From an optimization exercise on the open Yosys and OpenROAD flow, aimed at small area, a short achievable clock period and few clock cycles per item; shortcuts taken in it are not production practice.
Only the layout flow was run in this run; the RTL was not checked for function there.
Power and IR drop assume default switching activity.

==> flow/design.v <==
package olte_pkg;
  typedef enum logic [3:0] {
    ActPushFront    = 4'd0,
    ActPushBack     = 4'd1,
    ActPopFront     = 4'd2,
    ActInsertUnique = 4'd3,
    ActRemoveValue  = 4'd4,
    ActExists       = 4'd5,
    ActReadIndex    = 4'd6,
    ActFront        = 4'd7,
    ActBack         = 4'd8,
    ActClear        = 4'd9
  } action_e;
  typedef enum logic [1:0] {
    StOk    = 2'd0,
    StEmpty = 2'd1,
    StRange = 2'd2,
    StFull  = 2'd3
  } status_e;
  typedef struct packed {
    logic [3:0]  action;
    logic [31:0] value;
    logic [5:0]  position;
  } in_item_t;
  typedef struct packed {
    status_e     status;
    logic        found;
    logic [31:0] read_value;
    logic [6:0]  occupancy;
  } out_item_t;
endpackage
module olte_ram #(
  parameter int Width = 32,
  parameter int Depth = 64
) (
  input  logic                   clk_i,
  input  logic [Depth-1:0]       we_i,      
  input  logic [Depth-1:0]       sh_i,      
  input  logic [Width-1:0]       wdata_i,
  input  logic [Width-1:0]       cmp_i,     
  output logic [Depth-1:0]       eq_o,      
  output logic [Depth*Width-1:0] mem_o
);
  logic [Width-1:0] mem_q [Depth];
  for (genvar j = 0; j < Depth; j++) begin : g_slot
    always_ff @(posedge clk_i) begin
      if (sh_i[j]) begin
        mem_q[j] <= mem_q[(j + 1) % Depth];
      end else if (we_i[j]) begin
        mem_q[j] <= wdata_i;
      end
    end
    assign eq_o[j] = (mem_q[j] == cmp_i);
    assign mem_o[j*Width +: Width] = mem_q[j];
  end
endmodule
module ordered_list_table_engine #(
  parameter int DEPTH  = 64,
  parameter int DATA_W = 32
) (
  input  logic                clk_i,
  input  logic                rst_ni,
  input  logic                in_valid_i,
  output logic                in_ready_o,
  input  logic [41:0]         in_item_i,
  output logic                out_valid_o,
  input  logic                out_ready_i,
  output logic [41:0]         out_item_o
);
  localparam int N  = 64;
  localparam int AW = 6;
  localparam int CW = 7;
  logic              in_rdy_q;
  logic              s0_v_q, s0_v_d;
  olte_pkg::in_item_t s0_q;
  logic              s1_v_q, s1_v_d;
  logic [3:0]        s1_act_q;
  logic [31:0]       s1_val_q;
  logic [5:0]        s1_pos_q;
  logic [N-1:0]      s1_m_q, s1_m_d;
  logic [AW-1:0]     start_q, start_d;
  logic [CW-1:0]     cnt_q, cnt_d;
  logic [N-1:0]      live_q, live_d;
  logic [AW-1:0]     end_q, end_d;       
  logic [N-1:0]      ge_q, ge_d;         
  logic [N-1:0]      s1_rd_q, s1_rd_d;   
  logic [1:0]        fcnt_q, fcnt_d;
  logic              out_v_q;
  logic [41:0]       out_q, sk_q;
  logic              exec, adv, push, pop;
  assign exec = s1_v_q && (fcnt_q != 2'd2);
  assign adv  = s0_v_q && (!s1_v_q || exec);
  assign push = exec;
  assign pop  = out_v_q && out_ready_i;
  logic [N-1:0]      we, sh, eq0;
  logic [N*32-1:0]   mem;
  olte_ram #(
    .Width (32),
    .Depth (N)
  ) u_ram (
    .clk_i   (clk_i),
    .we_i    (we),
    .sh_i    (sh),
    .wdata_i (s1_val_q),
    .cmp_i   (s0_q.value),
    .eq_o    (eq0),
    .mem_o   (mem)
  );
  function automatic logic [N-1:0] pfx_or(input logic [N-1:0] x);
    logic [N-1:0] p;
    p = x;
    for (int k = 1; k < N; k = k * 2) begin
      p = p | (p << k);
    end
    pfx_or = p;
  endfunction
  function automatic logic [N-1:0] dec(input logic [AW-1:0] a);
    logic [N-1:0] o;
    for (int j = 0; j < N; j++) begin
      o[j] = (a == AW'(j));
    end
    dec = o;
  endfunction
  logic is_pf, is_pb, is_pop, is_ins, is_rm, is_ri, is_bk, is_clr;
  logic empty, full, any, oob;
  logic [AW-1:0] front_m1, last, ws;
  logic [N-1:0]  ws_oh, start_oh, last_oh;
  logic [N-1:0]  m_hi, m_lo, po_hi, po_lo;
  logic          any_hi;
  logic          do_write, grow, shrink;
  logic [1:0]    st;
  logic          fnd;
  logic          rd_ok;
  logic [31:0]   rdata, rv;
  logic [41:0]   res;
  assign is_pf  = (s1_act_q == 4'd0);
  assign is_pb  = (s1_act_q == 4'd1);
  assign is_pop = (s1_act_q == 4'd2);
  assign is_ins = (s1_act_q == 4'd3);
  assign is_rm  = (s1_act_q == 4'd4);
  assign is_ri  = (s1_act_q == 4'd6);
  assign is_bk  = (s1_act_q == 4'd8);
  assign is_clr = (s1_act_q == 4'd9);
  assign empty = (cnt_q == '0);
  assign full  = cnt_q[6];
  assign any   = |s1_m_q;
  assign oob   = ({1'b0, s1_pos_q} >= cnt_q);
  assign front_m1 = start_q - AW'(1);
  assign last     = end_q - AW'(1);
  assign ws       = is_pf ? front_m1 : end_q;
  assign ws_oh    = dec(ws);
  assign start_oh = dec(start_q);
  assign last_oh  = dec(last);
  assign m_hi   = s1_m_q & ge_q;
  assign m_lo   = s1_m_q & ~ge_q;
  assign any_hi = |m_hi;
  assign po_hi  = pfx_or(m_hi);
  assign po_lo  = pfx_or(m_lo);
  assign do_write = exec && !full && (is_pf || is_pb || (is_ins && !any));
  assign we = do_write ? ws_oh : '0;
  assign sh = (exec && is_rm) ? ((ge_q & po_hi) | (~ge_q & ({N{any_hi}} | po_lo))) : '0;
  assign grow   = do_write && !is_pf;
  assign shrink = exec && is_rm && any;
  always_comb begin
    live_d  = live_q;
    cnt_d   = cnt_q;
    start_d = start_q;
    end_d   = end_q;
    if (exec) begin
      live_d = live_q | we;
      if (do_write) begin
        cnt_d = cnt_q + CW'(1);
      end
      if (grow) begin
        end_d = end_q + AW'(1);
      end
      if (do_write && is_pf) begin
        start_d = front_m1;
      end
      if (is_pop && !empty) begin
        live_d  = live_q & ~start_oh;
        cnt_d   = cnt_q - CW'(1);
        start_d = start_q + AW'(1);
      end
      if (shrink) begin
        live_d = live_q & ~last_oh;
        cnt_d  = cnt_q - CW'(1);
        end_d  = last;
      end
      if (is_clr) begin
        live_d = '0;
        cnt_d  = '0;
        end_d  = start_q;
      end
    end
  end
  always_comb begin
    rdata = '0;
    for (int j = 0; j < N; j++) begin
      rdata = rdata | (mem[j*32 +: 32] & {32{s1_rd_q[j]}});
    end
  end
  always_comb begin
    st    = olte_pkg::StOk;
    fnd   = 1'b0;
    rd_ok = 1'b0;
    case (s1_act_q)
      4'd0, 4'd1: begin
        if (full) st = olte_pkg::StFull;
        else      fnd = 1'b1;
      end
      4'd2, 4'd7, 4'd8: begin
        if (empty) st = olte_pkg::StEmpty;
        else begin
          fnd   = 1'b1;
          rd_ok = 1'b1;
        end
      end
      4'd3: begin
        if (!any) begin
          if (full) st = olte_pkg::StFull;
          else      fnd = 1'b1;
        end
      end
      4'd4, 4'd5: begin
        if (empty) st = olte_pkg::StEmpty;
        else       fnd = any;
      end
      4'd6: begin
        if (empty)    st = olte_pkg::StEmpty;
        else if (oob) st = olte_pkg::StRange;
        else begin
          fnd   = 1'b1;
          rd_ok = 1'b1;
        end
      end
      4'd9: fnd = 1'b1;
      default: ;
    endcase
  end
  assign rv  = rd_ok ? rdata : '0;
  assign res = {st, fnd, rv, cnt_d};
  logic          eqv;
  logic [AW-1:0] raddr0;
  assign eqv = (s0_q.value == s1_val_q);
  always_comb begin
    for (int j = 0; j < N; j++) begin
      s1_m_d[j] = live_d[j] & (sh[j] ? eq0[(j + 1) % N] : (we[j] ? eqv : eq0[j]));
      ge_d[j]   = (AW'(j) >= start_d);
    end
  end
  always_comb begin
    case (s0_q.action)
      4'd8:    raddr0 = end_d - AW'(1);
      4'd6:    raddr0 = start_d + s0_q.position;
      default: raddr0 = start_d;
    endcase
  end
  assign s1_rd_d = dec(raddr0);
  assign s0_v_d = (in_valid_i && in_rdy_q) || (s0_v_q && !adv);
  assign s1_v_d = adv || (s1_v_q && !exec);
  assign fcnt_d = fcnt_q + {1'b0, push} - {1'b0, pop};
  always_ff @(posedge clk_i or negedge rst_ni) begin
    if (!rst_ni) begin
      in_rdy_q <= 1'b1;
      s0_v_q   <= 1'b0;
      s1_v_q   <= 1'b0;
      fcnt_q   <= '0;
      out_v_q  <= 1'b0;
      start_q  <= '0;
      end_q    <= '0;
      cnt_q    <= '0;
      live_q   <= '0;
    end else begin
      in_rdy_q <= !s0_v_d || !s1_v_d || (fcnt_d != 2'd2);
      s0_v_q   <= s0_v_d;
      s1_v_q   <= s1_v_d;
      fcnt_q   <= fcnt_d;
      out_v_q  <= (fcnt_d != 2'd0);
      start_q  <= start_d;
      end_q    <= end_d;
      cnt_q    <= cnt_d;
      live_q   <= live_d;
    end
  end
  always_ff @(posedge clk_i) begin
    ge_q <= ge_d;
    if (in_rdy_q) begin
      s0_q <= in_item_i;
    end
    if (adv) begin
      s1_act_q <= s0_q.action;
      s1_val_q <= s0_q.value;
      s1_pos_q <= s0_q.position;
      s1_m_q   <= s1_m_d;
      s1_rd_q  <= s1_rd_d;
    end
    if (push) begin
      sk_q <= res;
    end
    if (!out_v_q || out_ready_i) begin
      out_q <= (fcnt_q == 2'd2) ? sk_q : res;
    end
  end
  assign in_ready_o  = in_rdy_q;
  assign out_valid_o = out_v_q;
  assign out_item_o  = out_q;
endmodule
==> flow/run.sh <==
#!/bin/bash
# synth_recipe.tcl (not shown) runs the flow's synth.tcl, then flattens the netlist and writes it again
# the make line also repeats each setting of config.mk as NAME=value (left out here)
make -C /OpenROAD-flow-scripts/flow DESIGN_CONFIG=/design/flow/config.mk WORK_HOME=/design/flow/orfs CLKGATE_MAP_FILE= SYNTH_SCRIPT=/design/flow/synth_recipe.tcl finish
==> flow/config.mk <==
export PLATFORM = sky130hd
export DESIGN_NAME = ordered_list_table_engine
export DESIGN_NICKNAME = ordered_list_table_engine
export VERILOG_FILES = /design/flow/design.v
export SDC_FILE = /design/flow/constraint.sdc
export NUM_CORES = 4
export LEC_CHECK = 0
export CAP_MARGIN = 20
export CORE_MARGIN = 2
export CORE_UTILIZATION = 40
export SLEW_MARGIN = 20
==> flow/constraint.sdc <==
create_clock -name core_clock -period 8.0 [get_ports {clk_i}]
set_input_delay 1.6000 -clock core_clock [delete_from_list [all_inputs] [get_ports {clk_i}]]
set_output_delay 1.6000 -clock core_clock [all_outputs]
set_load 0.01 [all_outputs]
==> flow_metrics.tcl <==
set metrics [dict create \
    cts_buffer_depth 4 \
    finalWeightedCongestion 1.57 \
    synth_top_area_share_pct 49.2 \
    syn_avg_cell_area_sq_um 12.6 \
    rows 219 \
    fp.dieW_um 602 \
    hpwlAfterDp_um 918000 \
    io_pins 90 \
    synth.largest_area_cell "edfxtp_1" \
    hold_buffers 0 \
    syn_area_sq_um 143000 \
    cts-root-buf "clkbuf_16" \
    die_h_um 602 \
    yosysWarnings 3 \
    synth-main-ff-cell "edfxtp_1" \
    grt_pass1_vias 149000 \
    synth_nets 11400 \
    yosysSeqAreaShare_pct 51.6 \
    cts_setup_buffers 0 \
    htree_levels 5 \
    numClockSinks 2496 \
    synth_edf_count 2344 \
    io_buffers 89 \
    tool.error "[ERROR GRT-0116] Global routing finished with congestion. Check the congestion regions in the DRC Viewer." \
    grt_use_total_pct 79.1 \
    stop_stage "global routing (5_1_grt)" \
    synth_cells 11300 \
    dp_cells 15800 \
    synth_cell_types 90 \
    grt_first_pass_wirelength_um 1900000 \
    grt_max_degree 76 \
    cts-buffers-inserted 305 \
    place_worst_setup_slack_ns 1.70 \
    status "aborted with a tool error" \
    initial_core_util_pct 40.2 \
    grt_overflow 1528 \
    synth.area.top_cells "edfxtp_1 (49%), mux2_2 (16%), xor2_1 (7.7%)" \
    cts_resized 0 \
    placed_cell_area_sq_um 152000 \
    async_reset_ff_share_pct 3.57 \
    synth-seq-cells 2496 \
]
-- worst min-delay path by stage --
| stage | slack, ns | startpoint | end |
|---|---|---|---|
| after detailed placement | 0.48 | live_q[14] | live_q[14] |
| after floorplan | 0.43 | s0_q[0] | s1_pos_q[0] |
| after CTS | 0.50 | live_q[14] | live_q[14] |
| after global placement | 0.47 | live_q[19] | live_q[19] |
-- power groups by stage --
| stage | sequential, mW | combinational (mW) | clock (mW) |
|---|---|---|---|
| after floorplan | 18.2 | 9.99 | 0 |
| after global placement | 20.3 | 19.8 | 0 |
| after detailed placement | 20.2 | 20.0 | 0 |
| after CTS | 20.0 | 20.1 | 14.3 |
-- cell usage after synthesis (32+ instances only) --
cell,number
a211oi_1,32
a21o_1,44
a21oi_1,126
a221oi_1,373
a22o_1,357
a22oi_1,335
buf_1,183
clkbuf_1,754
dfrtp_1,88
dfxtp_1,63
edfxtp_1,2344
inv_1,101
mux2_2,2063
nand2_1,404
nand3_1,147
nand4_1,397
nor2_1,267
nor3_1,49
nor4_1,392
o21ai_0,206
o31a_1,35
or4_1,39
xnor2_1,842
xor2_1,1255
-- kinds of logic after synthesis --
group | synth area share (%)
xor gates and xnor gates | 12.8
and+or+nand+nor | 6.84
buffers and inverters | 2.81
adders and majority gates | 0.250
DFF | 51.6
muxes | 16.4
AOI/OAI and AO/OA | 9.22
-- metal layers --
| layer | overflow | global-route usage, % |
|---|---|---|
| met3 | 182 | 72.4 |
| met1 | 181 | 82.0 |
| met4 | 496 | 70.3 |
| met5 | 24 | 55.0 |
| met2 | 645 | 87.3 |
